This is an optimization exercise on Yosys and OpenROAD, whose aim is small area and a short achievable clock period, not a production implementation.
The RTL was checked by simulation tests, not by an equivalence proof against the original design.

==> design/flow/design.v <==
module muldiv_engine #(
    parameter int MULT_CYCLES = 5,
    parameter int DIV_CYCLES  = 10
) (
    input  logic        clk,
    input  logic        reset,
    input  logic        start,
    input  logic [2:0]  op,
    input  logic [31:0] d1,
    input  logic [31:0] d2,
    input  logic        flush,
    output logic        busy,
    output logic [31:0] hi,
    output logic [31:0] lo
);
    logic        busy_reg;
    logic [3:0]  cnt_reg;
    logic        is_div_reg, sgn_reg, sa_reg, bprev_reg;
    logic        dpre_reg, dstep_reg, last_reg, busy_out_reg;
    logic [31:0] a_reg, l_reg;
    logic [33:0] h_reg;
    logic [31:0] hi_reg, lo_reg;
    assign busy = busy_out_reg;
    assign hi   = hi_reg;
    assign lo   = lo_reg;
    wire accept = start && !flush && !busy_reg && (op != 3'd0) && (op != 3'd7);
    wire op_md  = (op == 3'd1) || (op == 3'd2) || (op == 3'd3) || (op == 3'd4);
    wire last     = last_reg;
    wire div_pre  = dpre_reg;
    wire div_step = dstep_reg;
    logic sb_reg;
    wire sb       = sb_reg;
    wire dz       = (a_reg == 32'd0);
    wire [34:0] m35  = {{3{sgn_reg & a_reg[31]}}, a_reg};
    wire [34:0] m35x2 = {m35[33:0], 1'b0};
    localparam int BLK = 6;
    function automatic logic [34:0] add35(input logic [34:0] x, input logic [34:0] y,
                                          input logic cin);
        logic [34:0] s;
        logic        c, s0, pre, cblk;
        c = cin; pre = 1'b1; cblk = 1'b0;
        for (int i = 0; i < 35; i++) begin
            if (i % BLK == 0 && i != 0) begin
                c = 1'b0; pre = 1'b1;
            end
            s0 = x[i] ^ y[i] ^ c;
            c  = (x[i] & y[i]) | (c & (x[i] ^ y[i]));
            s[i] = (i < BLK) ? s0 : (s0 ^ (cblk & pre));
            pre  = pre & s0;
            if (i % BLK == BLK - 1) cblk = (i < BLK) ? c : (c | (pre & cblk));
        end
        add35 = s;
    endfunction
    function automatic logic [31:0] cneg32(input logic [31:0] x, input logic neg);
        logic [31:0] s;
        logic        z;
        z = 1'b0;
        for (int i = 0; i < 32; i++) begin
            s[i] = x[i] ^ (neg & z);
            z    = z | x[i];
        end
        cneg32 = s;
    endfunction
    logic [34:0] t [0:3];
    logic [3:0]  qb;
    logic [7:0]  pbits;
    always_comb begin
        for (int j = 0; j < 4; j++) begin
            logic [34:0] x, y;
            logic        one, two, neg, b2, b1, b0, rs;
            if (j == 0) begin
                rs = h_reg[33];
                if (div_step) x = {h_reg[32], h_reg[32:0], l_reg[31]};
                else          x = {h_reg[33], h_reg};
            end else begin
                rs = t[j-1][34];
                if (div_step) x = {t[j-1][32], t[j-1][32:0], l_reg[31-j]};
                else          x = {t[j-1][34], t[j-1][34], t[j-1][34:2]};
            end
            b2 = l_reg[2*j+1];
            b1 = l_reg[2*j];
            b0 = (j == 0) ? bprev_reg : l_reg[2*j-1];
            if (is_div_reg) begin
                if (last) begin
                    one = rs; two = 1'b0; neg = rs & sb;          
                end else begin
                    one = 1'b1; two = 1'b0; neg = ~(rs ^ sb);     
                end
            end else if (last) begin
                one = bprev_reg & ~sgn_reg; two = 1'b0; neg = 1'b0;   
            end else begin
                one = b1 ^ b0;
                two = (b2 & ~b1 & ~b0) | (~b2 & b1 & b0);
                neg = b2;
            end
            y = (({35{one}} & m35) | ({35{two}} & m35x2)) ^ {35{neg}};
            t[j] = add35(x, y, neg);
            qb[3-j] = ~t[j][34];
            pbits[2*j+1 -: 2] = t[j][1:0];
        end
    end
    wire        neg_l  = div_pre ? (sgn_reg & l_reg[31]) : (is_div_reg & (sa_reg ^ sb));
    wire [31:0] l_neg  = cneg32(l_reg, neg_l);
    wire        neg_h  = is_div_reg & sa_reg;
    wire [31:0] h_res  = cneg32(t[0][31:0], neg_h);
    always_ff @(posedge clk) begin
        if (!busy_reg) begin
            a_reg      <= d2;
            l_reg      <= d1;
            h_reg      <= 34'd0;
            bprev_reg  <= 1'b0;
            sgn_reg    <= (op == 3'd1) || (op == 3'd3);
            sb_reg     <= ((op == 3'd1) || (op == 3'd3)) && d2[31];
            is_div_reg <= (op == 3'd3) || (op == 3'd4);
            if (op == 3'd1 || op == 3'd2) cnt_reg <= 4'd5;
            else                          cnt_reg <= 4'd10;
            dpre_reg   <= (op == 3'd3) || (op == 3'd4);
            dstep_reg  <= (op == 3'd3) || (op == 3'd4);
            last_reg   <= 1'b0;
        end else begin
            cnt_reg   <= cnt_reg - 4'd1;
            dpre_reg  <= 1'b0;
            dstep_reg <= is_div_reg && (cnt_reg != 4'd2);
            last_reg  <= (cnt_reg == 4'd2);
            if (div_pre) begin
                l_reg  <= l_neg;
                sa_reg <= sgn_reg & l_reg[31];
            end else if (!last) begin
                if (is_div_reg) begin
                    h_reg <= t[3][33:0];
                    l_reg <= {l_reg[27:0], qb};
                end else begin
                    h_reg     <= {t[3][34], t[3][34:2]};
                    l_reg     <= {pbits, l_reg[31:8]};
                    bprev_reg <= l_reg[7];
                end
            end
        end
        if (reset) begin
            busy_reg <= 1'b0;
            busy_out_reg <= 1'b0;
            hi_reg   <= 32'd0;
            lo_reg   <= 32'd0;
        end else if (!busy_reg) begin
            busy_reg <= accept && op_md;
            busy_out_reg <= start && !flush && op_md;
            if (accept && op == 3'd5) hi_reg <= d1;
            if (accept && op == 3'd6) lo_reg <= d1;
        end else if (last) begin
            busy_reg <= 1'b0;
            busy_out_reg <= 1'b0;
            if (!(is_div_reg && dz)) begin
                hi_reg <= h_res;
                lo_reg <= l_neg;
            end
        end
    end
endmodule
==> design/flow/flow/run.sh <==
#!/bin/bash
# Standard ORFS layout, with plain buf_1 cells as the port buffers, and the repair steps
# asked to leave setup slack to spare at the design's clock period.
set -euo pipefail
export BUFFER_PORTS_ARGS="-buffer_cell sky130_fd_sc_hd__buf_1"
export SETUP_SLACK_MARGIN=102.8
bash standard.sh finish > standard.log 2>&1
==> design/flow/standard.sh <==
#!/bin/bash
# synth_recipe.tcl (not shown) runs the flow's synth.tcl, then flattens the netlist and writes it again
# the make line also repeats each setting of config.mk as NAME=value (left out here)
make -C /OpenROAD-flow-scripts/flow DESIGN_CONFIG=/design/flow/config.mk WORK_HOME=/design/flow/orfs CLKGATE_MAP_FILE= SYNTH_SCRIPT=/design/flow/synth_recipe.tcl "${@:-finish}"
==> design/flow/config.mk <==
export PLATFORM = sky130hd
export DESIGN_NAME = muldiv_engine
export DESIGN_NICKNAME = muldiv_engine
export VERILOG_FILES = /design/flow/design.v
export SDC_FILE = /design/flow/constraint.sdc
export NUM_CORES = 4
export LEC_CHECK = 0
export ABC_AREA = 1
export CAP_MARGIN = 20
export CORE_MARGIN = 2
export CORE_UTILIZATION = 68
export SLEW_MARGIN = 20
==> design/flow/constraint.sdc <==
create_clock -name core_clock -period 130.0 [get_ports {clk}]
set_input_delay 26.0000 -clock core_clock [delete_from_list [all_inputs] [get_ports {clk}]]
set_output_delay 26.0000 -clock core_clock [all_outputs]
set_load 0.01 [all_outputs]
==> results.ini, run 1 <==
[outcome]
status=complete, no violations

[place]
place_congestion=0.944
place_hpwl_um=39300
port_buffers=135
post-place-ws_ns=102.10
place_inst=2650

[synth]
ys_seq_area_share_pct=23.8
synth_seq_cells=176
yosys.area.top_type=fa_1
async_reset_ff_share_pct=0
syn-cell-area_um2=17600
synth_top_family_by_area=simple AND/OR/NAND/NOR gates
avgSynthCellArea_um2=7.72
yosys_warnings=2
ys_top_cells_by_area=fa_1 13%, dfxtp_1 12%, edfxtp_1 12%
synth_compound_area_share_pct=19.7
yosys.area_share.simple_pct=20.3
synth-adder-area-share_pct=16.0
synth_mux_area_share_pct=0.0567
synth_top_flop_cell=dfxtp_1
synth.top_cell.area_share_pct=12.7
synth_cells=2286
synth-edff-count=68
synth_cell_types=54
synthXorXnorAreaFrac_pct=10.7

[finish]
n_antenna_cell=0
ff_latch_area_um2=4210
drive_gt1_share_pct=9.44
fin_cells=2682
largest_reg_flops=34
fill_cells=2035
fin_nets=2568
multi_input_area_um2=11800
area_growth_pct=6.35

[timing]
fmax_mhz=37.0
drv_slew=0
fin_crit_ns=27.04
min_period_over_period_pct=20.8
slew_headroom_pct=31.7
fin_skew_ns=0.0216
fin_ws_ns=102.96
grt_setup_unrepaired=true
tns_ns=0
setup_viol=0
finalHoldViolCount=0
tightest_slew_ns=1.02

[global_route]
overflow=0
grt_max_degree=76
track_usage_pct=40.2
antenna_found_initial=0
grt_pass1_wl_um=83700
first_global_vias=15843

[floorplanning]
rows=58
start_util_pct=69.7
coreArea_um2=25300
die_area_um2=27200
ioPinCount=136
die_x_um=165
die_h_um=165

[critical_path]
cp_cell_sequence=buf_1, inv_1, o21ai_0, a21oi_1, nand2_1, nand2_8, o21ai_0, a31oi_1
worstSetupStartpointType=input port
cp_top_family=compound AO/OA/AOI/OAI gates
critPathMaxFanout=63
arrival_ns=27.37
required_ns=130.33
crit_type=in -> reg
cp_num_buf_inv=2
cp_common_cell=o21ai_0
slowest_delay_ns=0.29
crit_slowest_cell=o21ai_0
end_kind=register

[clock_tree]
cts_tree=yes
cts_sinks=176
clkLatencyLatePin_ns=0.46
path_clk_slew_ns=0.10
cts_made_buffers=17
post-cts-setup-buffers=0
clk_path_buf_depth=2
root_buffer=clkbuf_16
cts_max_level=4

[detailed_routing]
routed_wl_um=54500
drcViolationCount=0
drt-initial-drc-count=2130
dr.pass1.iters=6
postRouteAntennaNets=0
num_vias=16989
vias_per_cell=6.33
wl_per_cell_um=20.3

[flow_run]
max_cap_violations=0

[hold_path]
hp-class=reg -> reg

==> worst reg2reg max path, delay by kind of cell, from the launching register on <==
| family | cells | cell delay, ns |
|---|---|---|
| adders and majority gates | 27 | 11.33 |
| and+or+nand+nor | 92 | 9.21 |
| buffers and inverters | 7 | 1.71 |
| AOI/OAI and AO/OA | 10 | 1.55 |
| xor gates and xnor gates | 5 | 1.06 |
| DFF | 1 | 0.52 |
==> stage by stage <==
stage	util [%]	cell area (µm²)	hold slack, ns
after floorplan	-	17600	0.408
after global routing	74.1	18800	0.453
after global placement	71.3	18100	0.420
final	74.1	18800	0.443
after CTS	73.9	18700	0.437
after detailed placement	71.3	18100	0.423
==> per-layer routing <==
| metal | vias up | wire length, µm | track usage, % |
|---|---|---|---|
| li1 | 7807 | - | - |
| met1 | 8013 | 21900 | 54.9 |
| met2 | 1014 | 23700 | 61.6 |
| met3 | 155 | 6690 | 9.94 |
| met4 | 0 | 2190 | 16.1 |
| met5 | - | 0 | 0 |
==> path summary, 6_finish.rpt <==
path | start | to | slack, ns | cells after the start
setup / recovery | op[2] | hi_reg[24] | 102.96 | 8
hold reg to reg | cnt_reg[0] | cnt_reg[0] | 0.44 | 1
hold / removal | cnt_reg[0] | cnt_reg[0] | 0.44 | 1
setup reg to reg | is_div_reg | l_reg[0] | 104.39 | 141
==> final cells by class <==
class,count,share of cell area (%)
Clock inverter,15,1.16
Tap cell,330,2.20
Multi-Input combinational cell,1736,63.1
Clock buffer,17,2.27
Timing Repair Buffer,163,3.93
Inverter,245,4.93
Sequential cell,176,22.5
==> synth_stat cells, types with 37 or more instances <==
cell type,n
a21oi_1,81
a31oi_1,64
clkbuf_1,87
dfxtp_1,108
edfxtp_1,68
fa_1,112
ha_1,46
inv_1,216
nand2_1,436
nand2_2,37
nand3_1,95
nor2_1,58
o21ai_0,261
o22ai_1,126
or2_2,41
xnor2_1,112
xor2_1,104
==> placed cells by master, fill, tap and decap left out, types with 4 or more instances in the layout <==
master,n
nand3_2,12
a22oi_1,8
nor2_2,23
xnor2_1,112
a31oi_1,64
inv_12,4
inv_1,216
nor3_1,4
buf_4,24
o21ai_1,4
o22ai_2,8
edfxtp_1,68
buf_1,135
nand3_1,95
fa_1,112
clkinv_8,6
nand2_4,8
clkinv_1,25
dfxtp_1,105
clkbuf_16,17
o21a_1,6
nand2_1,434
a21oi_1,81
xor2_1,104
nand4_1,22
o22ai_1,126
inv_6,4
nand2_2,37
ha_1,46
or2_2,41
nor2_4,16
nor2_1,56
o21ai_0,260
o211ai_1,27
==> repair_timing <==
| action | 4_1_cts | 5_1_grt |
|---|---|---|
| hold buffers | 0 | 0 |
| gates resized for setup | 1 | 14 |
| endpoints found under the setup margin | 32 | 68 |
==> cell families (layout without fill, tap and decap cells) <==
logic type	after synthesis	in the layout
adders and majority gates	158	158
AOI/OAI and AO/OA	601	601
and+or+nand+nor	760	760
buffers and inverters	374	440
muxes	1	1
xor gates and xnor gates	216	216
DFF	176	176
==> run 2, diff against run 1 <==
--- a/design/flow/config.mk
+++ b/design/flow/config.mk
@@ -8,5 +8,6 @@
 export ABC_AREA = 1
 export CAP_MARGIN = 20
 export CORE_MARGIN = 2
-export CORE_UTILIZATION = 68
+export CORE_UTILIZATION = 55
+export GPL_TIMING_DRIVEN = 0
 export SLEW_MARGIN = 20
==> results.ini, run 2 <==
[critical_path]
arrival_ns=27.39
required_ns=130.33
worstSetupStartpointType=input port
critPathMaxFanout=10
crit_type=in -> reg
end_kind=register

[timing]
fin_crit_ns=27.06
fin_skew_ns=0.0172
drv_slew=0
grt_setup_unrepaired=true
fmax_mhz=37.0
fin_ws_ns=102.94
fin_hold_ws_ns=0.437
slew_headroom_pct=22.0
setup_viol=0
min_period_over_period_pct=20.8
tightest_slew_ns=1.17
tns_ns=0
finalHoldViolCount=0

[floorplanning]
coreArea_um2=31600
rows=65
die_h_um=183
die_area_um2=33500
ioPinCount=136
start_util_pct=55.9
die_x_um=183

[clock_tree]
hold_buffers=0
cts_tree=yes
cts_made_buffers=17
clkLatencyLatePin_ns=0.47
root_buffer=clkbuf_16
path_clk_slew_ns=0.08
cts_max_level=4
clk_path_buf_depth=2
cts_sinks=176

[place]
port_buffers=135
place_area_um2=18700
post-place-ws_ns=102.17
place_hpwl_um=55900
place_inst=2825
place_congestion=1.03

[synth]
synth_common_cells=436 x nand2_1, 261 x o21ai_0, 216 x inv_1
synth_seq_cells=176
syn-cell-area_um2=17600
yosys_warnings=2
ys_seq_area_share_pct=23.8
post-synth-top-count-cell=nand2_1
synth_cell_types=54
synth-edff-count=68
synth_top_flop_cell=dfxtp_1
yosys.area.top_type=fa_1
async_reset_ff_share_pct=0
synth.top_cell.area_share_pct=12.7
synth_cells=2286
avgSynthCellArea_um2=7.72
ys_top_cells_by_area=fa_1 13%, dfxtp_1 12%, edfxtp_1 12%

[global_route]
grt_max_degree=37
first_global_vias=17018
overflow=0
grt_pass1_wl_um=103000
track_usage_pct=41.5
antenna_found_initial=3

[detailed_routing]
routed_wl_um=69500
dr.pass1.iters=8
drt-initial-drc-count=2441
num_vias=17895
postRouteAntennaNets=0
wl_per_cell_um=24.3
vias_per_cell=6.25
drcViolationCount=0

[finish]
area_growth_pct=9.93
final_cell_area_um2=19400
final_util_pct=61.5
largest_reg_flops=34
fin_nets=2675
final_common_cell=nand2_1
final_cell_mix=434 x nand2_1, 260 x o21ai_0, 215 x inv_1, 143 x buf_1, 126 x o22ai_1
drive_gt1_share_pct=9.92
fin_cells=2863

[outcome]
status=complete, no violations

[flow_run]
max_cap_violations=0

[hold_path]
hp-class=reg -> reg

-- run 2: worst paths after layout --
check / from / end / slack, ns / cells after the start
min: cnt_reg[0] / cnt_reg[0] / 0.44 / 1
max reg2reg: dstep_reg / l_reg[0] / 104.26 / 145
max: flush / lo_reg[25] / 102.94 / 8
min reg2reg: cnt_reg[0] / cnt_reg[0] / 0.44 / 1
-- run 2: final cells by class --
class | count | area [µm²]
fill | 3000 | 12200
clock buffer | 19 | 453
sequential | 176 | 4200
antenna | 2 | 5.00
multi-input combinational | 1736 | 11800
inverter | 245 | 920
timing repair buffer | 141 | 577
clock inverter | 13 | 146
buffer | 129 | 768
tap | 402 | 503
-- run 2: cells by family (layout without fill, tap and decap cells) --
logic type      after synthesis  after routing  synth area share [%]
simple gates                760            760                  20.3
other cells                   0              2                     0
compound gates              601            601                  19.7
mux                           1              1                0.0567
xor+xnor                    216            216                  10.7
fa+ha+maj                   158            158                  16.0
buf+inv                     374            547                  9.37
flops                       176            176                  23.8
-- run 2: what timing repair did --
action                     4_1_cts  5_1_grt
gates resized for setup          6       42
setup endpoints to repair       29       78
pin swaps                        0        1
setup buffers                    0        4
-- run 2: worst max-delay path, cell delays in order --
cell	delay (ns)
buf_1	0.07
nor2_1	0.08
nand2_1	0.05
inv_1	0.06
nand4_1	0.09
nand2_1	0.38
clkbuf_1	0.50
a31oi_1	0.15
-- run 2: metal layers --
| metal | vias to the layer above | global-route usage, % | routed length, µm |
|---|---|---|---|
| li1 | 8013 | - | - |
| met1 | 8515 | 57.8 | 28100 |
| met2 | 1192 | 61.0 | 29100 |
| met3 | 173 | 12.6 | 9840 |
| met4 | 2 | 15.2 | 2500 |
| met5 | - | 0 | 13 |
==> run 3, diff against run 2 <==
--- a/design/flow/config.mk
+++ b/design/flow/config.mk
@@ -9,5 +9,5 @@
 export CAP_MARGIN = 20
 export CORE_MARGIN = 2
 export CORE_UTILIZATION = 55
-export GPL_TIMING_DRIVEN = 0
 export SLEW_MARGIN = 20
+export TNS_END_PERCENT = 30
==> results.ini, run 3 <==
[outcome]
status=complete, no violations

[clock_tree]
cts_made_buffers=17
path_clk_slew_ns=0.08
cts_sinks=176
hold_buffers=0
cts_max_level=4
clk_path_buf_depth=2
cts_tree=yes
clkLatencyLatePin_ns=0.46
root_buffer=clkbuf_16

[synth]
avgSynthCellArea_um2=7.72
synth-edff-count=68
yosys.area.top_type=fa_1
ys_top_cells_by_area=fa_1 13%, dfxtp_1 12%, edfxtp_1 12%
synth.top_cell.area_share_pct=12.7
ys_seq_area_share_pct=23.8
syn-cell-area_um2=17600
post-synth-top-count-cell=nand2_1
synth_top_flop_cell=dfxtp_1
synth_common_cells=436 x nand2_1, 261 x o21ai_0, 216 x inv_1
yosys_warnings=2
synth_cell_types=54
async_reset_ff_share_pct=0
synth_seq_cells=176
synth_cells=2286

[critical_path]
cp_top_family=flip-flops
end_kind=output port
r2r_start=last_reg
slowest_delay_ns=0.39
r2r_setup_slack_ns=104.49
rr_endpoint=l_reg[0]
worstSetupStartpointType=register
crit_slowest_cell=dfxtp_1
required_ns=104.00
crit_type=reg -> out
cp_num_buf_inv=1
worstRegToRegCells=144
critPathMaxFanout=2
arrival_ns=1.03
cp_cell_sequence=buf_1

[timing]
fmax_mhz=37.0
min_period_over_period_pct=20.8
grt_setup_unrepaired=true
setup_viol=0
drv_slew=0
fin_ws_ns=102.97
tightest_slew_ns=0.859
fin_skew_ns=0.0127
tns_ns=0
fin_crit_ns=27.03
slew_headroom_pct=42.5
finalHoldViolCount=0

[finish]
n_antenna_cell=0
largest_reg_flops=34
drive_gt1_share_pct=9.55
fill_cells=3014
fin_cells=2758
final_common_cell=nand2_1
area_growth_pct=6.67
fin_nets=2572
final_cell_mix=434 x nand2_1, 260 x o21ai_0, 216 x inv_1, 135 x buf_1, 126 x o22ai_1
ff_latch_area_um2=4210
multi_input_area_um2=11800

[global_route]
first_global_vias=15296
antenna_found_initial=0
track_usage_pct=33.8
overflow=0
grt_pass1_wl_um=86400
grt_max_degree=77

[floorplanning]
coreArea_um2=31600
die_area_um2=33500
start_util_pct=55.9
die_h_um=183
rows=65
die_x_um=183
ioPinCount=136

[hold_path]
hp-class=reg -> reg
min_to=cnt_reg[0]
min_path_cells=1
hp-start=cnt_reg[0]

[place]
post-place-ws_ns=102.16
place_hpwl_um=41600
port_buffers=135
place_inst=2722
place_congestion=0.884

[detailed_routing]
vias_per_cell=5.99
wl_per_cell_um=20.3
postRouteAntennaNets=0
num_vias=16527
dr.pass1.iters=7
drcViolationCount=0
drt-initial-drc-count=1708
routed_wl_um=56000

[flow_run]
max_cap_violations=0

==> run 3: cell count changes in the layout (fill, tap and decap cells not counted), sizes merged <==
cell | before | now
clkbuf | 113 | 20
buf | 175 | 166
diode | 2 | 0
clkinv | 33 | 32
dlymetal6s4s | 1 | 0
inv | 225 | 226
==> run 3: logic make-up after synthesis <==
logic type	after synthesis	synth area share (%)
fa+ha+maj	158	16.0
buf+inv	374	9.37
xor+xnor	216	10.7
flops	176	23.8
compound gates	601	19.7
simple gates	760	20.3
mux	1	0.0567
==> run 3: repair_timing <==
| item | CTS | global route |
|---|---|---|
| resized for setup | 1 | 6 |
| pin swaps | 0 | 1 |
| endpoints found under the setup margin | 35 | 38 |
| setup buffers | 0 | 4 |
==> run 3: metal layers <==
| metal | vias to the layer above | part of all wire [%] | track usage (%) |
|---|---|---|---|
| li1 | 7810 | - | - |
| met1 | 7938 | 45 | 48.8 |
| met2 | 707 | 44 | 51.8 |
| met3 | 72 | 9.0 | 6.57 |
| met4 | 0 | 2.0 | 9.57 |
| met5 | - | 0 | 0 |
==> run 3: cell type report <==
class	count	area share, %
clock inverters	13	0.765
clock buffers	19	2.41
flip-flops and latches	176	22.4
inverters	245	4.90
multi-input cells	1736	62.9
well taps	402	2.67
repair buffers	167	4.02
==> run 3: worst max path at each step <==
stage / from / end / slack (ns) / depth (start not counted)
after floorplan: flush / hi_reg[28] / 102.88 / 10
after global placement: flush / hi_reg[30] / 102.19 / 11
after detailed placement: flush / hi_reg[30] / 102.16 / 11
after CTS: flush / lo_reg[30] / 102.78 / 9
after global routing: last_reg / l_reg[0] / 102.77 / 144
final: lo_reg[26] / lo[26] / 102.97 / 1
==> run 3: through the flow <==
stage	area, µm²	utilization, %	hold WS [ns]
floorplan	17600	-	0.408
global placement	18200	57.5	0.421
detailed placement	18200	57.5	0.423
CTS	18800	59.5	0.435
global route	18800	59.6	0.482
finish	18800	59.6	0.433
==> run 4, diff against run 3 <==
--- a/design/flow/config.mk
+++ b/design/flow/config.mk
@@ -10,4 +10,3 @@
 export CORE_MARGIN = 2
 export CORE_UTILIZATION = 55
 export SLEW_MARGIN = 20
-export TNS_END_PERCENT = 30
==> results.ini, run 4 <==
[outcome]
status=complete, no violations

[synth]
post-synth-top-count-cell=nand2_1
yosys_warnings=2
synth_seq_cells=176
synth_common_cells=436 x nand2_1, 261 x o21ai_0, 216 x inv_1
synth_cells=2286
synth-edff-count=68
syn-cell-area_um2=17600
async_reset_ff_share_pct=0
synth_top_flop_cell=dfxtp_1
synth.top_cell.area_share_pct=12.7
ys_top_cells_by_area=fa_1 13%, dfxtp_1 12%, edfxtp_1 12%
avgSynthCellArea_um2=7.72
yosys.area.top_type=fa_1
ys_seq_area_share_pct=23.8
synth_cell_types=54

[place]
place_hpwl_um=41600
place_inst=2722
place_congestion=0.884
port_buffers=135
post-place-ws_ns=102.16

[clock_tree]
root_buffer=clkbuf_16
cts_made_buffers=17
clkLatencyLatePin_ns=0.46
cts_tree=yes
clk_path_buf_depth=2
cts_max_level=4
cts_sinks=176
path_clk_slew_ns=0.08

[critical_path]
crit_type=reg -> out
slowest_delay_ns=0.39
cp_cell_sequence=buf_1
required_ns=104.00
critPathMaxFanout=2
cp_top_family=flip-flops
worstSetupStartpointType=register
crit_slowest_cell=dfxtp_1
cp_num_buf_inv=1
end_kind=output port
arrival_ns=1.03
crit_cells=1
worstRegToRegCells=144

[detailed_routing]
dr.pass1.iters=7
routed_wl_um=56000
num_vias=16527
drcViolationCount=0
maxUsedRoutingLayer=met4
met2_wirelength_um=24800
wl_per_cell_um=20.3
wl_met1_um=25100
vias_per_cell=5.99
drt-initial-drc-count=1708
postRouteAntennaNets=0
route.met3.wl_um=5030

[timing]
tightest_slew_ns=0.859
finalHoldViolCount=0
setup_viol=0
fin_ws_ns=102.97
grt_setup_unrepaired=true
fin_crit_ns=27.03
min_period_over_period_pct=20.8
tns_ns=0
slew_headroom_pct=42.5
fin_hold_ws_ns=0.433
drv_slew=0
fmax_mhz=37.0
fin_skew_ns=0.0127

[finish]
fill_cells=3014
area_growth_pct=6.67
n_antenna_cell=0
drive_gt1_share_pct=9.55
fin_cells=2758
final_cell_mix=434 x nand2_1, 260 x o21ai_0, 216 x inv_1, 135 x buf_1, 126 x o22ai_1
fin_nets=2572
largest_reg_flops=34
final_common_cell=nand2_1
final_util_pct=59.6

[flow_run]
max_cap_violations=0

[floorplanning]
die_x_um=183
die_area_um2=33500
rows=65
die_h_um=183
start_util_pct=55.9
ioPinCount=136
coreArea_um2=31600

[global_route]
first_global_vias=15296
grt_pass1_wl_um=86400
grt_max_degree=77
track_usage_pct=33.8
overflow=0
antenna_found_initial=0

[hold_path]
min_path_cells=1
hp-class=reg -> reg

## run 4: cell counts after synthesis
No cell type changed its count.
## run 4: final cells by class
| cell class | count | area, µm² | area share, % |
|---|---|---|---|
| multi-input cells | 1736 | 11800 | 62.9 |
| flip-flops and latches | 176 | 4210 | 22.4 |
| inverters | 245 | 922 | 4.90 |
| repair buffers | 167 | 757 | 4.02 |
| well taps | 402 | 503 | 2.67 |
| clock buffers | 19 | 453 | 2.41 |
| clock inverters | 13 | 144 | 0.765 |
## run 4: per-stage QoR
step	cell area (µm²)
after floorplan	17600
after global placement	18200
after detailed placement	18200
after CTS	18800
after global routing	18800
final	18800
## run 4: path summary, 6_finish.rpt
check	start	end	slack (ns)
max	lo_reg[26]	lo[26]	102.97
min	cnt_reg[0]	cnt_reg[0]	0.43
max reg2reg	last_reg	l_reg[0]	104.49
min reg2reg	cnt_reg[0]	cnt_reg[0]	0.43
## run 4: logic make-up after synthesis
group	share of synthesized area [%]
simple gates	20.3
compound gates	19.7
buf+inv	9.37
xor+xnor	10.7
flops	23.8
fa+ha+maj	16.0
mux	0.0567
## run 4: repair_timing
item / 4_1_cts / 5_1_grt
gates cloned: 0 / 0
pin swaps: 0 / 1
hold buffers: 0 / 0
gates resized for setup: 2 / 6
endpoints found under the setup margin: 35 / 38
buffers inserted: 0 / 4
## run 4: layer usage
metal	vias up	GRT usage, %
met3	72	6.57
met4	0	9.57
met1	7938	48.8
met2	707	51.8
met5	-	0
li1	7810	-
==> run 5, diff against run 4 <==
--- a/design/flow/design.v
+++ b/design/flow/design.v
@@ -70,11 +70,11 @@
             logic        one, two, neg, b2, b1, b0, rs;
             if (j == 0) begin
                 rs = h_reg[33];
-                if (div_step) x = {h_reg[32], h_reg[32:0], l_reg[31]};
+                if (div_step) x = {h_reg[32], h_reg[32:0], l_reg[31] & ~div_pre};
                 else          x = {h_reg[33], h_reg};
             end else begin
                 rs = t[j-1][34];
-                if (div_step) x = {t[j-1][32], t[j-1][32:0], l_reg[31-j]};
+                if (div_step) x = {t[j-1][32], t[j-1][32:0], l_reg[31-j] & ~div_pre};
                 else          x = {t[j-1][34], t[j-1][34], t[j-1][34:2]};
             end
             b2 = l_reg[2*j+1];
@@ -122,18 +122,16 @@
             dpre_reg  <= 1'b0;
             dstep_reg <= is_div_reg && (cnt_reg != 4'd2);
             last_reg  <= (cnt_reg == 4'd2);
+            if (is_div_reg) h_reg <= t[3][33:0];
+            else            h_reg <= {t[3][34], t[3][34:2]};
             if (div_pre) begin
                 l_reg  <= l_neg;
                 sa_reg <= sgn_reg & l_reg[31];
-            end else if (!last) begin
-                if (is_div_reg) begin
-                    h_reg <= t[3][33:0];
-                    l_reg <= {l_reg[27:0], qb};
-                end else begin
-                    h_reg     <= {t[3][34], t[3][34:2]};
-                    l_reg     <= {pbits, l_reg[31:8]};
-                    bprev_reg <= l_reg[7];
-                end
+            end else if (is_div_reg) begin
+                l_reg <= {l_reg[27:0], qb};
+            end else begin
+                l_reg     <= {pbits, l_reg[31:8]};
+                bprev_reg <= l_reg[7];
             end
         end
         if (reset) begin
==> results.ini, run 5 <==
[timing]
tightest_slew_ns=2.70
slew_headroom_pct=-82.3
finalHoldViolCount=0
fmax_mhz=36.9
setup_viol=0
drv_slew=6
fin_skew_ns=0.0272
fin_crit_ns=27.09
min_period_over_period_pct=20.8
tns_ns=0
grt_setup_unrepaired=true
fin_ws_ns=102.91
fin_hold_ws_ns=0.437

[synth]
ys_top_cells_by_area=dfxtp_1 16%, fa_1 13%, nand2_1 11%
synth_common_cells=487 x nand2_1, 226 x inv_1, 218 x o21ai_0
synth_mux_area_share_pct=0
synth-adder-area-share_pct=16.3
synthXorXnorAreaFrac_pct=11.4
avgSynthCellArea_um2=7.80
synth_cells=2217
synth_compound_area_share_pct=18.7
yosys.area_share.simple_pct=22.1
ys_seq_area_share_pct=22.5
synth_cell_types=56
syn-cell-area_um2=17300
yosys.area.top_type=dfxtp_1
synth_seq_cells=176
post-synth-top-count-cell=nand2_1
yosys_warnings=2
async_reset_ff_share_pct=0
synth-edff-count=37
synth_top_family_by_area=simple AND/OR/NAND/NOR gates
synth.top_cell.area_share_pct=16.1
synth_top_flop_cell=dfxtp_1

[finish]
n_antenna_cell=0
final_cell_area_um2=18600
fin_nets=2508
largest_reg_flops=34
fin_cells=2688
final_util_pct=60.5
area_growth_pct=7.57
fill_cells=2977
multi_input_area_um2=11900
ff_latch_area_um2=3900
final_common_cell=nand2_1
drive_gt1_share_pct=11.3
final_cell_mix=485 x nand2_1, 224 x inv_1, 211 x o21ai_0, 140 x o22ai_1, 136 x dfxtp_1

[critical_path]
critPathMaxFanout=16
worstRegToRegCells=144
arrival_ns=27.43
crit_type=in -> reg
end_kind=register
required_ns=130.34
worstSetupStartpointType=input port

[global_route]
track_usage_pct=33.7
grt_pass1_wl_um=86100
grt_max_degree=83
overflow=0
antenna_found_initial=1
first_global_vias=15334

[clock_tree]
cts_sinks=176
root_buffer=clkbuf_16
cts_max_level=4
cts_made_buffers=17
cts_tree=yes
clkLatencyLatePin_ns=0.48
path_clk_slew_ns=0.08
clk_path_buf_depth=2

[detailed_routing]
vias_per_cell=6.03
postRouteAntennaNets=0
drcViolationCount=0
wl_per_cell_um=20.7
dr.pass1.iters=5
routed_wl_um=55700
num_vias=16197
drt-initial-drc-count=1620

[outcome]
status=failed layout checks
failed_checks=max-capacitance violations, max-slew violations

[place]
place_hpwl_um=40700
place_inst=2647
post-place-ws_ns=102.07
place_congestion=0.921
port_buffers=135
place_area_um2=17800

[floorplanning]
die_h_um=181
ioPinCount=136
die_x_um=181
coreArea_um2=30700
start_util_pct=56.2
die_area_um2=32900
rows=64

[flow_run]
max_cap_violations=1

[hold_path]
min_path_cells=1
hp-class=reg -> reg

run 5: area by class of cell:
| type | count | area share, % |
|---|---|---|
| clock buffer | 17 | 2.29 |
| clock inverter | 15 | 1.06 |
| inverter | 236 | 4.78 |
| multi-input combinational | 1684 | 64.1 |
| sequential | 176 | 21.0 |
| tap | 396 | 2.67 |
| timing repair buffer | 164 | 4.12 |
run 5: path summary, 6_finish.rpt:
path | startpoint | end | slack [ns]
min | cnt_reg[0] | cnt_reg[0] | 0.44
max | op[2] | hi_reg[10] | 102.91
min reg2reg | cnt_reg[0] | cnt_reg[0] | 0.44
max reg2reg | sb_reg | l_reg[0] | 104.25
run 5: timing repair:
action | in CTS | in global routing
gates cloned | 0 | 3
gates resized for setup | 1 | 28
endpoints found under the setup margin | 32 | 73
endpoints found under the hold margin | 0 | 0
setup buffers | 0 | 6
pin swaps | 0 | 3
hold buffers | 0 | 0
run 5: logic make-up after synthesis:
group,count (synthesis)
AND/OR/NAND/NOR,771
AO/OA/AOI/OAI,528
XOR/XNOR,224
flip-flops,176
buffers and inverters,360
adder cells (fa/ha/maj),158
run 5: metal layers:
metal  GRT usage, %  routed length, µm  vias up
met5              0                 34        -
met4           9.66               1260        4
met3           7.44               5420       84
met2           51.0              23800      798
li1               -                  -     7558
met1           48.4              25100     7753
run 5: critical path, cell delays in order:
cell and delay [ns]:
buf_1 0.18, inv_1 0.11, o21ai_0 0.17, a21oi_1 0.08
nand2_2 0.21, nand2_4 0.20, o21ai_0 0.40, a31oi_1 0.07
==> run 6, diff against run 5 <==
--- a/design/flow/config.mk
+++ b/design/flow/config.mk
@@ -8,5 +8,5 @@
 export ABC_AREA = 1
 export CAP_MARGIN = 20
 export CORE_MARGIN = 2
-export CORE_UTILIZATION = 55
+export CORE_UTILIZATION = 40
 export SLEW_MARGIN = 20
==> results.ini, run 6 <==
[critical_path]
required_ns=104.00
critPathMaxFanout=2
cp_top_family=flip-flops
end_kind=output port
startpoint=hi_reg[1]
crit_slowest_cell=dfxtp_1
cp_num_buf_inv=1
arrival_ns=1.10
r2r_start=sb_reg
worstSetupStartpointType=register
cp_cell_sequence=buf_1
slowest_delay_ns=0.42
crit_type=reg -> out

[synth]
async_reset_ff_share_pct=0
synth_cell_types=56
ys_top_cells_by_area=dfxtp_1 16%, fa_1 13%, nand2_1 11%
post-synth-top-count-cell=nand2_1
synth_common_cells=487 x nand2_1, 226 x inv_1, 218 x o21ai_0
synth.top_cell.area_share_pct=16.1
yosys.area.top_type=dfxtp_1
synth_top_flop_cell=dfxtp_1
avgSynthCellArea_um2=7.80
synth_cells=2217
syn-cell-area_um2=17300
synth_seq_cells=176
synth-edff-count=37
ys_seq_area_share_pct=22.5
yosys_warnings=2

[detailed_routing]
wl_per_cell_um=19.2
drt-initial-drc-count=1439
num_vias=15750
dr.pass1.iters=7
vias_per_cell=5.48
drcViolationCount=0
routed_wl_um=55100
postRouteAntennaNets=0

[clock_tree]
cts_made_buffers=17
path_clk_slew_ns=0.08
cts_sinks=176
cts_max_level=4
clk_path_buf_depth=2
clkLatencyLatePin_ns=0.51
cts_tree=yes
root_buffer=clkbuf_16

[finish]
area_growth_pct=8.60
drive_gt1_share_pct=11.0
final_common_cell=nand2_1
n_antenna_cell=0
final_cell_area_um2=18800
largest_reg_flops=34
final_cell_mix=485 x nand2_1, 225 x inv_1, 218 x o21ai_0, 140 x o22ai_1, 136 x dfxtp_1
fin_cells=2876
fin_nets=2507
fill_cells=4355

[place]
port_buffers=135
place_hpwl_um=41000
place_inst=2834
place_area_um2=18000
place_congestion=0.917

[global_route]
grt_pass1_wl_um=85800
first_global_vias=15103
track_usage_pct=25.1
grt_max_degree=80
antenna_found_initial=1
overflow=0

[floorplanning]
coreArea_um2=42900
rows=76
die_h_um=212
die_x_um=212
ioPinCount=136
die_area_um2=44900
start_util_pct=40.3

[timing]
fmax_mhz=36.9
drv_slew=0
fin_crit_ns=27.10
min_period_over_period_pct=20.8
fin_skew_ns=0.0212
tns_ns=0
setup_viol=0
slew_headroom_pct=14.9
finalHoldViolCount=0
grt_setup_unrepaired=true
tightest_slew_ns=1.26

[flow_run]
max_cap_violations=0

[hold_path]
hp-class=reg -> reg
hp-start=cnt_reg[0]

[outcome]
status=complete, no violations

-- run 6: final cells by class --
class | instances | area [µm²] | share of cell area, %
multi-input combinational | 1681 | 11900 | 63.3
sequential | 176 | 3900 | 20.8
inverter | 236 | 891 | 4.75
timing repair buffer | 166 | 763 | 4.07
tap | 585 | 732 | 3.90
clock buffer | 17 | 425 | 2.27
clock inverter | 15 | 176 | 0.940
-- run 6: cell families (layout without fill, tap and decap cells) --
| family | after synthesis | count (layout) | synth area share (%) |
|---|---|---|---|
| buffers and inverters | 360 | 434 | 9.01 |
| flip-flops | 176 | 176 | 22.5 |
| XOR/XNOR | 224 | 224 | 11.4 |
| AO/OA/AOI/OAI | 528 | 528 | 18.7 |
| AND/OR/NAND/NOR | 771 | 771 | 22.1 |
| adder cells (fa/ha/maj) | 158 | 158 | 16.3 |
-- run 6: worst paths after layout --
kind | to | slack, ns | cells past startpoint
setup / recovery | hi[1] | 102.90 | 1
hold / removal | cnt_reg[0] | 0.44 | 1
setup reg to reg | l_reg[0] | 104.45 | 143
hold reg to reg | cnt_reg[0] | 0.44 | 1
-- run 6: metal layers --
layer	global-route usage (%)	vias up	wire length [µm]
li1	-	7559	-
met1	34.3	7534	25000
met2	40.3	588	25100
met3	4.08	69	3700
met4	8.69	0	1330
met5	0	-	0
-- run 6: metrics by stage --
step                      setup slack [ns]  hold slack (ns)  util (%)
final                               102.90            0.440      43.8
after global routing                102.72            0.467      43.8
after CTS                           102.87            0.450      43.5
after detailed placement            102.01            0.439      42.1
after global placement              102.04            0.427      42.1
after floorplan                     102.86            0.412         -
-- run 6: timing repair --
action / 4_1_cts / 5_1_grt
hold endpoints to repair: 0 / 0
hold buffers: 0 / 0
setup endpoints to repair: 32 / 60
setup buffers: 0 / 10
gates resized for setup: 1 / 14
==> run 7, diff against run 6 <==
--- a/design/flow/config.mk
+++ b/design/flow/config.mk
@@ -8,5 +8,5 @@
 export ABC_AREA = 1
 export CAP_MARGIN = 20
 export CORE_MARGIN = 2
-export CORE_UTILIZATION = 40
+export CORE_UTILIZATION = 50
 export SLEW_MARGIN = 20
==> results.ini, run 7 <==
[detailed_routing]
vias_per_cell=5.76
drcViolationCount=0
drt-initial-drc-count=1178
routed_wl_um=54200
dr.pass1.iters=5
wl_per_cell_um=19.8
postRouteAntennaNets=0
num_vias=15795

[synth]
ys_seq_area_share_pct=22.5
yosys_warnings=2
yosys.area.top_type=dfxtp_1
avgSynthCellArea_um2=7.80
synth.top_cell.area_share_pct=16.1
ys_top_cells_by_area=dfxtp_1 16%, fa_1 13%, nand2_1 11%
synth_cells=2217
post-synth-top-count-cell=nand2_1
synth_cell_types=56
synth-edff-count=37
async_reset_ff_share_pct=0
syn-cell-area_um2=17300
synth_seq_cells=176
synth_top_flop_cell=dfxtp_1
synth_common_cells=487 x nand2_1, 226 x inv_1, 218 x o21ai_0

[place]
port_buffers=135
place_inst=2707
place_hpwl_um=40500
post-place-ws_ns=101.95
place_congestion=0.922
place_area_um2=17900

[clock_tree]
cts_sinks=176
path_clk_slew_ns=0.07
hold_buffers=0
clkLatencyLatePin_ns=0.46
root_buffer=clkbuf_16
cts_max_level=4
cts_tree=yes
clk_path_buf_depth=2
cts_made_buffers=17

[timing]
fmax_mhz=36.9
fin_skew_ns=0.0143
slew_headroom_pct=41.8
finalHoldViolCount=0
min_period_over_period_pct=20.9
grt_setup_unrepaired=false
fin_hold_ws_ns=0.444
fin_crit_ns=27.12
setup_viol=0
tns_ns=0
fin_ws_ns=102.88
drv_slew=0
tightest_slew_ns=0.872

[global_route]
grt_max_degree=79
grt_use_met2_pct=47.8
first_global_vias=15164
overflow=0
grt_busiest_layer=met2
grtUsageMet3_pct=4.26
track_usage_pct=30.3
grt_pass1_wl_um=85100
antenna_found_initial=0
use_met1_pct=43.7

[hold_path]
hp-class=reg -> reg

[finish]
final_util_pct=54.2
area_growth_pct=7.48
multi_input_area_um2=11900
fin_nets=2503
fill_cells=3354
drive_gt1_share_pct=10.9
n_antenna_cell=0
largest_reg_flops=34
fin_cells=2741
final_cell_area_um2=18600
final_common_cell=nand2_1
ff_latch_area_um2=3900
final_cell_mix=484 x nand2_1, 225 x inv_1, 218 x o21ai_0, 140 x o22ai_1, 136 x dfxtp_1

[critical_path]
worstSetupStartpointType=input port
crit_type=in -> reg
critPathMaxFanout=31
end_kind=register
required_ns=130.35
arrival_ns=27.47

[flow_run]
max_cap_violations=0

[floorplanning]
die_x_um=190
start_util_pct=50.4
ioPinCount=136
die_h_um=190
coreArea_um2=34300
die_area_um2=36100
rows=68

[outcome]
status=complete, no violations

## run 7: cell counts after synthesis
Identical to the previous run, type by type.
## run 7: area by class of cell
class,instances,share of cell area (%)
clock inverters,12,0.593
repair buffers,161,3.88
flip-flops and latches,176,21.0
well taps,455,3.06
inverters,236,4.80
multi-input cells,1682,64.1
clock buffers,19,2.56
## run 7: cells by family (layout without fill, tap and decap cells)
kind of cell               count (synthesis)  in the layout  share of synthesized area, %
AOI/OAI and AO/OA                        528            528                          18.7
xor gates and xnor gates                 224            224                          11.4
adders and majority gates                158            158                          16.3
buffers and inverters                    360            428                          9.01
DFF                                      176            176                          22.5
and+or+nand+nor                          771            772                          22.1
## run 7: worst paths after layout
path / start / to / slack [ns] / cells past startpoint
max: op[2] / hi_reg[28] / 102.88 / 8
min: cnt_reg[0] / cnt_reg[0] / 0.44 / 1
max reg2reg: sb_reg / l_reg[0] / 104.32 / 143
min reg2reg: cnt_reg[0] / cnt_reg[0] / 0.44 / 1
## run 7: critical path, stage by stage
cell and delay [ns]:
buf_1 0.20, inv_1 0.13, nor3_1 0.33, nand2_4 0.20, nand2_8 0.23, inv_1 0.12, a21oi_1 0.14, a21oi_1 0.08
## run 7: what timing repair did
action,CTS,global route
pin swaps,0,1
buffers inserted,0,2
resized for setup,2,14
setup endpoints to repair,32,25
cloned,0,1
## run 7: routing by layer
metal  up-vias  wire, µm
met2       622     24000
met5         -         0
met3        70      4240
met4         0      1160
met1      7561     24800
li1       7542         -
==> run 8, diff against run 7 <==
==> design/flow/flow/run.sh (replaced) <==
#!/bin/bash
# Standard ORFS layout, with plain buf_1 cells as the port buffers, the repair steps
# asked to leave setup slack to spare at the design's clock period, and larger clock
# sink clusters (fewer leaf clock buffers).
set -euo pipefail
export BUFFER_PORTS_ARGS="-buffer_cell sky130_fd_sc_hd__buf_1"
export SETUP_SLACK_MARGIN=102.8
export CTS_ARGS="-sink_clustering_enable -repair_clock_nets -dont_use_dummy_load -sink_clustering_size 50 -sink_clustering_max_diameter 250"
bash standard.sh finish > standard.log 2>&1
==> results.ini, run 8 <==
[synth]
ys_top_cells_by_area=dfxtp_1 16%, fa_1 13%, nand2_1 11%
synth_cell_types=56
synth-edff-count=37
ys_seq_area_share_pct=22.5
synth_common_cells=487 x nand2_1, 226 x inv_1, 218 x o21ai_0
avgSynthCellArea_um2=7.80
synth_cells=2217
yosys.area.top_type=dfxtp_1
yosys_warnings=2
post-synth-top-count-cell=nand2_1
async_reset_ff_share_pct=0
syn-cell-area_um2=17300
synth_top_flop_cell=dfxtp_1
synth_seq_cells=176
synth.top_cell.area_share_pct=16.1

[timing]
setup_viol=0
fmax_mhz=36.9
fin_skew_ns=0.0231
slew_headroom_pct=41.4
tightest_slew_ns=0.879
drv_slew=0
tns_ns=0
finalHoldViolCount=0
min_period_over_period_pct=20.9
grt_setup_unrepaired=false
fin_crit_ns=27.13

[floorplanning]
die_x_um=190
die_h_um=190
coreArea_um2=34300
start_util_pct=50.4
ioPinCount=136
rows=68
die_area_um2=36100

[critical_path]
crit_type=in -> reg
critPathMaxFanout=31
arrival_ns=27.47
required_ns=130.34
worstSetupStartpointType=input port
end_kind=register

[finish]
final_common_cell=nand2_1
largest_reg_flops=34
final_cell_area_um2=18400
area_growth_pct=6.55
final_cell_mix=484 x nand2_1, 225 x inv_1, 218 x o21ai_0, 140 x o22ai_1, 136 x dfxtp_1
drive_gt1_share_pct=10.3
n_antenna_cell=0
final_util_pct=53.7
fin_nets=2503

[flow_run]
max_cap_violations=0

[detailed_routing]
maxUsedRoutingLayer=met4
wl_per_cell_um=19.8
postRouteAntennaNets=0
wl_met1_um=25000
drt-initial-drc-count=1237
routed_wl_um=54100
met2_wirelength_um=24000
dr.pass1.iters=6
num_vias=15661
drcViolationCount=0
vias_per_cell=5.74
route.met3.wl_um=4000

[place]
place_area_um2=17900
place_hpwl_um=40500
port_buffers=135
place_congestion=0.922

[global_route]
grt_max_degree=79
antenna_found_initial=0
grt_pass1_wl_um=84800
overflow=0
first_global_vias=15138
track_usage_pct=30.2

[outcome]
status=complete, no violations

[clock_tree]
cts_sinks=176
root_buffer=clkbuf_16
path_clk_slew_ns=0.06
clkLatencyLatePin_ns=0.46
cts_tree=yes
cts_max_level=4
cts_made_buffers=17
clk_path_buf_depth=2

[hold_path]
hp-class=reg -> reg

==> run 8: cell types whose count changed in the layout (fill, tap and decap cells not counted), sizes merged <==
cell / change
clkinvlp: -2
inv: -9
clkinv: -1
clkbuf: -2
==> run 8: metrics by stage <==
stage	hold slack [ns]	setup WS [ns]	std cells
final	0.443	102.87	2727
after global routing	0.473	102.79	2727
after CTS	0.449	102.87	2724
after detailed placement	0.440	101.95	2707
after global placement	0.425	102.09	2707
after floorplan	0.412	102.86	2217
==> run 8: critical path, stage by stage <==
cell,delay [ns]
buf_1,0.20
inv_1,0.13
nor3_1,0.33
nand2_4,0.20
nand2_8,0.23
inv_1,0.12
a21oi_1,0.14
a21oi_1,0.08
==> run 8: path summary, 6_finish.rpt <==
check,from,endpoint,slack (ns),cells after the start
min,cnt_reg[0],cnt_reg[0],0.44,1
max,op[2],hi_reg[28],102.87,8
min reg2reg,cnt_reg[0],cnt_reg[0],0.44,1
max reg2reg,sb_reg,l_reg[0],104.32,143
==> run 8: logic make-up (layout without fill, tap and decap cells) <==
logic type / Yosys count / after routing / synth area share [%]
compound gates: 528 / 528 / 18.7
xor+xnor: 224 / 224 / 11.4
flops: 176 / 176 / 22.5
buf+inv: 360 / 414 / 9.01
simple gates: 771 / 772 / 22.1
fa+ha+maj: 158 / 158 / 16.3
==> run 8: what timing repair did <==
item / CTS / global route
setup buffers: 0 / 2
cloned: 0 / 1
setup endpoints to repair: 32 / 25
gates resized for setup: 2 / 14
pin swaps: 0 / 1
hold buffers: 0 / 0
==> run 8: cell type report <==
cell class,count,area (µm²)
Fill cell,3363,15900
Tap cell,455,569
Inverter,236,891
Clock buffer,17,425
Sequential cell,176,3900
Timing Repair Buffer,161,721
Multi-Input combinational cell,1682,11900
==> run 8: layer usage <==
metal  vias to the layer above  track usage [%]
met2                       585             47.6
met1                      7501             43.5
met5                         -                0
met3                        62             4.15
li1                       7513                -
met4                         0             8.23
==> run 9, diff against run 8 <==
--- a/design/flow/flow/run.sh
+++ b/design/flow/flow/run.sh
@@ -5,5 +5,5 @@
 set -euo pipefail
 export BUFFER_PORTS_ARGS="-buffer_cell sky130_fd_sc_hd__buf_1"
 export SETUP_SLACK_MARGIN=102.8
-export CTS_ARGS="-sink_clustering_enable -repair_clock_nets -dont_use_dummy_load -sink_clustering_size 50 -sink_clustering_max_diameter 250"
+export CTS_ARGS="-repair_clock_nets -dont_use_dummy_load"
 bash standard.sh finish > standard.log 2>&1
==> results.ini, run 9 <==
[clock_tree]
cts_tree=yes
clk_path_buf_depth=2
cts_sinks=176
clkLatencyLatePin_ns=0.46
cts_made_buffers=17
path_clk_slew_ns=0.06
hold_buffers=0
root_buffer=clkbuf_16
cts_max_level=4

[detailed_routing]
drt-initial-drc-count=1237
vias_per_cell=5.74
met2_wirelength_um=24000
routed_wl_um=54100
wl_met1_um=25000
dr.pass1.iters=6
wl_per_cell_um=19.8
num_vias=15661
route.met3.wl_um=4000
postRouteAntennaNets=0
drcViolationCount=0
maxUsedRoutingLayer=met4

[global_route]
first_global_vias=15138
grt_max_degree=79
track_usage_pct=30.2
antenna_found_initial=0
overflow=0
grt_pass1_wl_um=84800

[critical_path]
critPathMaxFanout=31
crit_slowest_cell=nor3_1
worstSetupStartpointType=input port
cp_num_buf_inv=3
crit_type=in -> reg
cp_cell_sequence=buf_1, inv_1, nor3_1, nand2_4, nand2_8, inv_1, a21oi_1, a21oi_1
r2r_setup_slack_ns=104.32
cp_top_family=simple AND/OR/NAND/NOR gates
end_kind=register
required_ns=130.34
slowest_delay_ns=0.33
arrival_ns=27.47

[finish]
n_antenna_cell=0
drive_gt1_share_pct=10.3
final_common_cell=nand2_1
fin_nets=2503
final_cell_mix=484 x nand2_1, 225 x inv_1, 218 x o21ai_0, 140 x o22ai_1, 136 x dfxtp_1
final_util_pct=53.7
area_growth_pct=6.55
largest_reg_flops=34

[floorplanning]
coreArea_um2=34300
die_h_um=190
die_area_um2=36100
ioPinCount=136
start_util_pct=50.4
rows=68
die_x_um=190

[synth]
ys_top_cells_by_area=dfxtp_1 16%, fa_1 13%, nand2_1 11%
synth_top_flop_cell=dfxtp_1
synth_seq_cells=176
yosys_warnings=2
synth_cell_types=56
synth_cells=2217
post-synth-top-count-cell=nand2_1
syn-cell-area_um2=17300
async_reset_ff_share_pct=0
synth_common_cells=487 x nand2_1, 226 x inv_1, 218 x o21ai_0
ys_seq_area_share_pct=22.5
avgSynthCellArea_um2=7.80
yosys.area.top_type=dfxtp_1
synth.top_cell.area_share_pct=16.1
synth-edff-count=37

[timing]
grt_setup_unrepaired=false
drv_slew=0
finalHoldViolCount=0
fin_crit_ns=27.13
fmax_mhz=36.9
setup_viol=0
slew_headroom_pct=41.4
min_period_over_period_pct=20.9
fin_skew_ns=0.0231
tns_ns=0
tightest_slew_ns=0.879

[place]
place_hpwl_um=40500
port_buffers=135
place_congestion=0.922

[outcome]
status=complete, no violations

[flow_run]
max_cap_violations=0

[hold_path]
hp-class=reg -> reg

-- run 9: cell counts in the layout (fill, tap and decap cells not counted) --
Identical to the previous run, type by type.
-- run 9: through the flow --
step	instances	setup WS [ns]	instance area, µm²	hold WS (ns)
3_5_place_dp	2707	101.95	17900	0.440
4_1_cts	2724	102.87	18300	0.449
2_1_floorplan	2217	102.86	17300	0.412
3_3_place_gp	2707	102.09	17900	0.425
6_report	2727	102.87	18400	0.443
5_1_grt	2727	102.79	18400	0.473
-- run 9: repair_timing --
item | in CTS | in global routing
buffers inserted | 0 | 2
endpoints found under the hold margin | 0 | 0
endpoints found under the setup margin | 32 | 25
gates cloned | 0 | 1
pin swaps | 0 | 1
gates resized for setup | 2 | 14
-- run 9: cells by family after synthesis --
logic type,share of synthesized area [%]
adders and majority gates,16.3
DFF,22.5
and+or+nand+nor,22.1
buffers and inverters,9.01
AOI/OAI and AO/OA,18.7
xor gates and xnor gates,11.4
-- run 9: cell type report --
| cell class | count | area, µm² |
|---|---|---|
| Fill cell | 3363 | 15900 |
| Clock buffer | 17 | 425 |
| Sequential cell | 176 | 3900 |
| Inverter | 236 | 891 |
| Timing Repair Buffer | 161 | 721 |
| Multi-Input combinational cell | 1682 | 11900 |
| Tap cell | 455 | 569 |
-- run 9: path summary, 6_finish.rpt --
path         startpoint    endpoint  cells after the start
min reg2reg  cnt_reg[0]  cnt_reg[0]                      1
max               op[2]  hi_reg[28]                      8
max reg2reg      sb_reg    l_reg[0]                    143
min          cnt_reg[0]  cnt_reg[0]                      1
-- run 9: worst reg2reg max path, delay by kind of cell, from the launching register on --
kind	cells	cell delay (ns)
simple gates	93	9.08
buf+inv	8	1.74
xor+xnor	5	1.22
compound gates	9	1.25
fa+ha+maj	28	11.66
flops	1	0.51
-- run 9: routing by layer --
layer,vias up,GRT usage [%]
met5,-,0
met4,0,8.23
met3,62,4.15
met2,585,47.6
met1,7501,43.5
li1,7513,-
==> run 10, diff against run 9 <==
--- a/design/flow/flow/run.sh
+++ b/design/flow/flow/run.sh
@@ -5,5 +5,6 @@
 set -euo pipefail
 export BUFFER_PORTS_ARGS="-buffer_cell sky130_fd_sc_hd__buf_1"
 export SETUP_SLACK_MARGIN=102.8
-export CTS_ARGS="-repair_clock_nets -dont_use_dummy_load"
+export CTS_ARGS="-sink_clustering_enable -repair_clock_nets -dont_use_dummy_load"
+export REMOVE_ABC_BUFFERS=1
 bash standard.sh finish > standard.log 2>&1
==> results.ini, run 10 <==
[hold_path]
hp-class=reg -> reg

[timing]
grt_setup_unrepaired=true
fin_skew_ns=0.0269
fmax_mhz=36.9
min_period_over_period_pct=20.8
fin_crit_ns=27.10
tns_ns=0
setup_viol=0
finalHoldViolCount=0
slew_headroom_pct=10.7
drv_slew=0
tightest_slew_ns=1.32

[synth]
synth_cells=2217
yosys.area.top_type=dfxtp_1
yosys_warnings=2
post-synth-top-count-cell=nand2_1
synth_seq_cells=176
synth_cell_types=56
synth_top_flop_cell=dfxtp_1
syn-cell-area_um2=17300
ys_seq_area_share_pct=22.5
synth.top_cell.area_share_pct=16.1
ys_top_cells_by_area=dfxtp_1 16%, fa_1 13%, nand2_1 11%
avgSynthCellArea_um2=7.80
synth_common_cells=487 x nand2_1, 226 x inv_1, 218 x o21ai_0
async_reset_ff_share_pct=0
synth-edff-count=37

[clock_tree]
root_buffer=clkbuf_16
cts_max_level=4
cts_sinks=176
path_clk_slew_ns=0.06
cts_tree=yes
cts_made_buffers=17
clkLatencyLatePin_ns=0.46
clk_path_buf_depth=2
hold_buffers=0

[critical_path]
cp_common_cell=a21oi_1
crit_slowest_cell=nand2_8
crit_type=in -> reg
cp_top_family=buffers and inverters
arrival_ns=27.48
slowest_delay_ns=0.24
cp_num_buf_inv=3
cp_cell_sequence=buf_1, inv_1, o21ai_0, a21oi_1, nand2_1, nand2_8, inv_1, a21oi_1, a21oi_1
worstSetupStartpointType=input port
required_ns=130.38
end_kind=register
critPathMaxFanout=62

[detailed_routing]
drcViolationCount=0
wl_per_cell_um=19.3
num_vias=15587
dr.pass1.iters=5
postRouteAntennaNets=0
drt-initial-drc-count=1278
routed_wl_um=52700
vias_per_cell=5.72

[finish]
final_common_cell=nand2_1
fin_nets=2503
largest_reg_flops=34
drive_gt1_share_pct=10.3
ff_latch_area_um2=3900
final_cell_mix=485 x nand2_1, 225 x inv_1, 217 x o21ai_0, 140 x o22ai_1, 136 x dfxtp_1
area_growth_pct=6.62
final_cell_area_um2=18400
multi_input_area_um2=11900
n_antenna_cell=0
fill_cells=3388

[outcome]
status=complete, no violations

[floorplanning]
rows=68
die_h_um=190
die_x_um=190
die_area_um2=36100
ioPinCount=136
start_util_pct=50.4
coreArea_um2=34300

[place]
place_congestion=0.921
place_area_um2=17900
port_buffers=135
place_hpwl_um=38700

[global_route]
grt_max_degree=74
overflow=0
track_usage_pct=29.9
antenna_found_initial=0
grt_pass1_wl_um=83700
first_global_vias=15043

[flow_run]
max_cap_violations=0

-- run 10: cell counts after synthesis --
Identical to the previous run, type by type.
-- run 10: stage by stage --
| step | instances | hold slack, ns | worst slack (ns) | utilization (%) |
|---|---|---|---|---|
| after floorplan | 2093 | 0.412 | 97.76 | - |
| after global placement | 2706 | 0.424 | 102.13 | 52.2 |
| after detailed placement | 2706 | 0.439 | 102.06 | 52.2 |
| after CTS | 2723 | 0.454 | 102.86 | 53.4 |
| after global routing | 2727 | 0.480 | 102.79 | 53.7 |
| final | 2727 | 0.449 | 102.90 | 53.7 |
-- run 10: layout make-up --
type / count / area share (%)
clock buffers: 17 / 2.31
multi-input cells: 1681 / 64.5
inverters: 236 / 4.82
repair buffers: 162 / 4.06
flip-flops and latches: 176 / 21.2
well taps: 455 / 3.09
-- run 10: logic make-up after synthesis --
family	synth area share, %
xor+xnor	11.4
fa+ha+maj	16.3
flops	22.5
compound gates	18.7
buf+inv	9.01
simple gates	22.1
-- run 10: timing repair --
| item | 4_1_cts | 5_1_grt |
|---|---|---|
| buffers inserted | 0 | 3 |
| pin swaps | 0 | 1 |
| resized for setup | 1 | 12 |
| setup endpoints to repair | 32 | 43 |
-- run 10: path summary, 6_finish.rpt --
check	startpoint	depth (start not counted)	slack (ns)	end
worst max-delay path	op[2]	9	102.90	hi_reg[31]
worst min-delay path	cnt_reg[0]	1	0.45	cnt_reg[0]
worst max register to register	is_div_reg	142	104.45	l_reg[0]
worst min register to register	cnt_reg[0]	1	0.45	cnt_reg[0]
-- run 10: worst reg2reg max path: cells and delay by family (launching register included) --
family / cells / cell delay (ns)
buffers and inverters: 9 / 1.89
AND/OR/NAND/NOR: 92 / 9.16
AO/OA/AOI/OAI: 9 / 1.23
XOR/XNOR: 5 / 1.21
adder cells (fa/ha/maj): 27 / 11.29
flip-flops: 1 / 0.46
-- run 10: metal layers --
metal / vias up / part of all wire (%) / GRT usage, %
met3: 92 / 6.5 / 3.49
li1: 7512 / - / -
met1: 7407 / 43 / 40.2
met4: 0 / 2.9 / 10.9
met2: 576 / 47 / 49.6
met5: - / 0 / 0

## afterwards: timing with drivers on the ports
How much do the figures lean on ideal ports? The routed layouts below were timed once more, with nothing changed but the port constraints. Step 1 sets driving cells, clkbuf_16 on the clock port and buf_2 on the other inputs (assumed; they add their load-dependent delay and slew). Step 2 times the ports against the registers' clock, not the clock port: input delays grow and output delays shrink by t, the midpoint of the rising clock arrivals with the driver on. a / b / c = ideal / step 1 / step 2; a / b = the first two.
| run | t (ns) | setup slack, ns | clock arrival spread, ns | slew at the worst register clock pin (ns) |
|---|---|---|---|---|
| run 1 | 0.504 | 102.963 / 102.922 / 102.491 | 0.021 / 0.021 | 0.10 / 0.10 |
| run 2 | 0.513 | 102.939 / 102.956 / 102.459 | 0.017 / 0.018 | 0.08 / 0.08 |
| run 3 | 0.514 | 102.972 / 102.916 / 102.566 | 0.013 / 0.013 | 0.08 / 0.08 |
| run 4 | 0.514 | 102.972 / 102.916 / 102.566 | 0.013 / 0.013 | 0.08 / 0.08 |
| run 5 | 0.518 | 102.911 / 102.904 / 102.425 | 0.027 / 0.027 | 0.09 / 0.09 |
| run 6 | 0.555 | 102.897 / 102.843 / 102.389 | 0.022 / 0.021 | 0.09 / 0.09 |
| run 7 | 0.510 | 102.877 / 102.903 / 102.393 | 0.015 / 0.015 | 0.08 / 0.08 |
| run 8 | 0.501 | 102.872 / 102.900 / 102.399 | 0.028 / 0.028 | 0.07 / 0.07 |
| run 9 | 0.501 | 102.872 / 102.900 / 102.399 | 0.028 / 0.028 | 0.07 / 0.07 |
| run 10 | 0.497 | 102.903 / 102.884 / 102.437 | 0.027 / 0.027 | 0.07 / 0.07 |
The setup slack of run 6, which loses most, moves by -0.054 ns with the drivers and by -0.508 ns with both steps.
